From an optimization exercise on the open Yosys and OpenROAD flow, aimed at small area, a short achievable clock period and few clock cycles per item; shortcuts taken in it are not production practice. Only simulation tests tie the RTL to the original design; equivalence was not proved. Power and IR drop assume default switching activity.

Design mm_top, start of the top module:
module mm_top
(
  input  logic        clk_i,
  input  logic        rst_i,
  input  logic        in_valid_i,
  input  logic [35:0] in_beat_i,
  output logic        in_ready_o,
  output logic        z_valid_o,
  output logic [79:0] z_o,
  input  logic        z_ready_i,
  output logic        busy_o
);
clock: 7.0 ns
lec_check: 0
cap_margin: 10
core_margin: 2
core_utilization: 40
cts_cluster_diameter: 110
cts_cluster_size: 26
setup_slack_margin: 4.35
slew_margin: 10
standard.sh (not shown) runs the stock make flow with config.mk's settings and CLKGATE_MAP_FILE= SYNTH_SCRIPT=/design/flow/synth_recipe.tcl, a recipe that flattens the netlist after the stock synthesis.
==> flow/flow/run.sh <==
#!/bin/bash
# Layout with the standard flow; the only change is the port buffers:
# every input and output port still gets one, but as buf_1 rather than the
# delay cell the flow's default choice picks.
set -euo pipefail
export BUFFER_PORTS_ARGS="-buffer_cell sky130_fd_sc_hd__buf_1"
bash standard.sh synth > synth.log 2>&1
bash standard.sh > layout.log 2>&1
The baseline produced a clean layout.
Testbench counts at the start, summed over its fixed seeds: cycles 3,136, jobs 512.
Next try:
Settings changed: CAP_MARGIN 10 to 20, CORE_UTILIZATION 40 to 48, SETUP_SLACK_MARGIN 4.35 to 4.4, SLEW_MARGIN 10 to 20.
=>
- The changed run completed without violations
- routed wire length drops by about 1%
- global-route usage climbs by 3.1 points
- non-clock buffer count climbs by 13
- total power climbs by 1.8%
- worst setup slack gains 0.22 ns
- cell area climbs by about 0.8%
- hold slack is about the same
- sequential power is about the same
- cell count drops by 3.3%
Next try:
Settings changed: CORE_UTILIZATION 48 to 40, GPL_ROUTABILITY_DRIVEN set to 0, SETUP_SLACK_MARGIN 4.4 to 4.35.
Setup slack degrades by 0.057 ns; wire length went up by 1.6%; final area is about the same; non-clock buffer count went down by 7; combinational power stays flat; maximum frequency went down by 2.1%; power went up by 1.3%; cell count went up by 3.8%; die area went up by 20%; clock-buffer cell count went down by 2; global-route usage went down by 3.0 points.
Next try:
Settings changed: CORE_UTILIZATION 40 to 56, GPL_ROUTABILITY_DRIVEN 0 to not set.
The new run completed with no timing, DRC or antenna violations.
Register-to-register slack got worse by 0.07 ns.
Power went down by 2.4%.
Synthesized cell count is unchanged.
Flip-flop and latch count stays the same.

== run 1 ==
Another version of the RTL of mm_top (not shown whole).
Size: about 120 I/O pins, ~28000 um2 of cells after synthesis.
export LEC_CHECK = 0
export CAP_MARGIN = 20
export CORE_MARGIN = 2
export CORE_UTILIZATION = 50
export CTS_CLUSTER_DIAMETER = 110
export CTS_CLUSTER_SIZE = 26
export PLACE_DENSITY = 0.7
export SETUP_SLACK_MARGIN = 4.2
export SLEW_MARGIN = 20
create_clock -name core_clock -period 7.0 [get_ports {clk_i}]
run.sh (not shown) runs the stock make flow with config.mk's settings and CLKGATE_MAP_FILE= SYNTH_SCRIPT=/design/flow/synth_recipe.tcl, a recipe that flattens the netlist after the stock synthesis.
Stock flow here: none of the scripts above is used.
Run 1 went all the way through synthesis, placement and routing and the layout is clean on timing, DRC and antenna.
Testbench counts of run 1, summed over its fixed seeds: cycles 3,136, jobs 512.
Input changes introduced in run 2 (baseline for comparison: run 1):
Settings: CORE_UTILIZATION now 40, was 50; SETUP_SLACK_MARGIN now 4.35, was 4.2; PLACE_DENSITY no longer set, was 0.7.
## What came out
In run 2, the detailed route wirelength on metal2 came out 1.4% above the value in run 1.
Compared with run 1, in run 2 reported leakage power increased 0.96%; number of failing setup endpoints in the final timing report essentially unchanged; clock tree buffer count of the final layout increased 4.7%; worst setup slack decreased 5.5 ps.
Comparing run 2 with run 1, the combinational cell fraction of total power came out essentially unchanged.
Diff run 1 -> run 2: buffer count excluding the clock tree in the final layout increased 23; via count fell by about 0.33%; filler cell count now sits higher.
Looking only at global-route usage, and setting everything else aside, the lower value of run 2 and run 1 goes to run 2.
NOTE internal portion of total power run 1->run 2 increased by a few percent
Modified inputs, run 3 compared to run 2
Settings: a deleted CTS_CLUSTER_SIZE that had been 26; a change of SETUP_SLACK_MARGIN from 4.35 to 4.2; a deleted CTS_CLUSTER_DIAMETER that had been 110.
==> flow/flow/run.sh (new file) <==
#!/bin/bash
# Layout with the standard flow; the only change is the port buffers:
# every input and output port still gets one, but as buf_2 rather than the
# delay cell the flow's default choice picks.
set -euo pipefail
export BUFFER_PORTS_ARGS="-buffer_cell sky130_fd_sc_hd__buf_2"
bash standard.sh synth > synth.log 2>&1
bash standard.sh > layout.log 2>&1
==> flow/standard.sh (new file) <==
#!/bin/bash
# synth_recipe.tcl (not shown) runs the flow's synth.tcl, then flattens the netlist and writes it again
# the make line also repeats each setting of config.mk as NAME=value (left out here)
make -C /OpenROAD-flow-scripts/flow DESIGN_CONFIG=/design/flow/config.mk WORK_HOME=/design/flow/orfs CLKGATE_MAP_FILE= SYNTH_SCRIPT=/design/flow/synth_recipe.tcl "${@:-finish}"
removed: flow/run.sh
## What came out
- | combined flip-flop and latch cell area | run 3 vs run 2 | ≈ equal |
- Run 3 against run 2; global-route wire length before repair is down slightly.
- Per the comparison of run 3 with run 2, total power rose 24%; design internal power rose 1100 uW; final core utilization rose 0.68 points; non-clock buffer area fraction after layout fell 1.6 points.
Setup changes, run 3 to run 4
Settings: setting CTS_CLUSTER_SIZE to 20 for the first time; setting CTS_BUF_LIST to sky130_fd_sc_hd__clkbuf_4 sky130_fd_sc_hd__clkbuf_8 for the first time; changing CORE_UTILIZATION from 40 to 55; changing SETUP_SLACK_MARGIN from 4.2 to 4.5.
==> flow/run.sh (new file) <==
#!/bin/bash
# synth_recipe.tcl (not shown) runs the flow's synth.tcl, then flattens the netlist and writes it again
# the make line also repeats each setting of config.mk as NAME=value (left out here)
make -C /OpenROAD-flow-scripts/flow DESIGN_CONFIG=/design/flow/config.mk WORK_HOME=/design/flow/orfs CLKGATE_MAP_FILE= SYNTH_SCRIPT=/design/flow/synth_recipe.tcl finish
removed: flow/flow/run.sh
removed: flow/standard.sh
Notes after the runs:
Run 4 finished end to end and its layout was clean on timing, DRC and antenna.
Of run 4 and run 3, run 4 shows the lower setup slack, with run 3 above it.
Run 4 against run 3: number of ordinary and repair buffers in the finished layout moved up; wire length reported by the detailed router moved up; global-route met2 utilization moved up.
#### Input delta (run 5 over run 4)
Settings: CTS_BUF_LIST: sky130_fd_sc_hd__clkbuf_4 sky130_fd_sc_hd__clkbuf_8 -> unset; CORE_UTILIZATION: 55 -> 40; SETUP_SLACK_MARGIN: 4.5 -> 4.2; CTS_CLUSTER_SIZE: 20 -> 26; CTS_CLUSTER_DIAMETER: unset -> 110.
==> flow/flow/run.sh (new file) <==
#!/bin/bash
# Layout with the standard flow; the only change is the port buffers:
# every input and output port still gets one, but as buf_1 rather than the
# delay cell the flow's default choice picks.
set -euo pipefail
export BUFFER_PORTS_ARGS="-buffer_cell sky130_fd_sc_hd__buf_1"
bash standard.sh synth > synth.log 2>&1
bash standard.sh > layout.log 2>&1
==> flow/standard.sh (new file) <==
#!/bin/bash
# synth_recipe.tcl (not shown) runs the flow's synth.tcl, then flattens the netlist and writes it again
# the make line also repeats each setting of config.mk as NAME=value (left out here)
make -C /OpenROAD-flow-scripts/flow DESIGN_CONFIG=/design/flow/config.mk WORK_HOME=/design/flow/orfs CLKGATE_MAP_FILE= SYNTH_SCRIPT=/design/flow/synth_recipe.tcl "${@:-finish}"
removed: flow/run.sh
Results
Run 5 closes out successfully: all stages finished, all timing, DRC and antenna checks passed. Run 4: no failed stages, no open violations at the end. Comparing the two runs side by side, run 5 comes out ahead of run 4 on clock power. Looking at worst setup slack before clock tree synthesis across run 5 and run 4, the one that comes out higher is run 4. Cell area | run 5 vs run 4 | run 5 smaller.

==> re-timing with driven ports <==
Ports are ideal in the flow. The routed layouts listed here were re-timed in OpenROAD. Step 1, drivers: a clkbuf_16 drives clk_i and a buf_2 each remaining input, both assumed. Step 2, shift: input delay + t, output delay - t, t = (earliest + latest rising clock arrival at the registers) / 2. This alone moves slack from input paths to output paths. Three values: no drivers, after step 1, after step 2; two values: the first two.
run | shift t [ns] | setup slack, ns | worst setup path after step 2 | worst data-port slew with drivers (ns)
the first run of note 1 | 0.659 | 4.144 / 4.183 / 3.524 | input to register | 0.05
the second run of note 1 | 0.671 | 4.366 / 4.366 / 3.794 | input to register | 0.04
the third run of note 1 | 0.670 | 4.310 / 4.345 / 3.675 | input to register | 0.04
the fourth run of note 1 | 0.658 | 4.283 / 4.283 / 3.724 | input to register | 0.03
run 1 | 0.664 | 4.203 / 4.203 / 3.668 | input to register | 0.04
run 2 | 0.661 | 4.197 / 4.197 / 3.754 | input to register | 0.04
run 3 | 0.681 | 4.232 / 4.232 / 3.657 | input to register | 0.04
run 4 | 0.760 | 4.154 / 4.154 / 3.654 | input to register | 0.04
run 5 | 0.675 | 4.075 / 4.075 / 3.712 | input to register | 0.04
After both steps setup and hold are still met in every run listed. The setup slack of the third run of note 1, which loses most, moves by +0.035 ns with the drivers and by -0.635 ns with both steps.
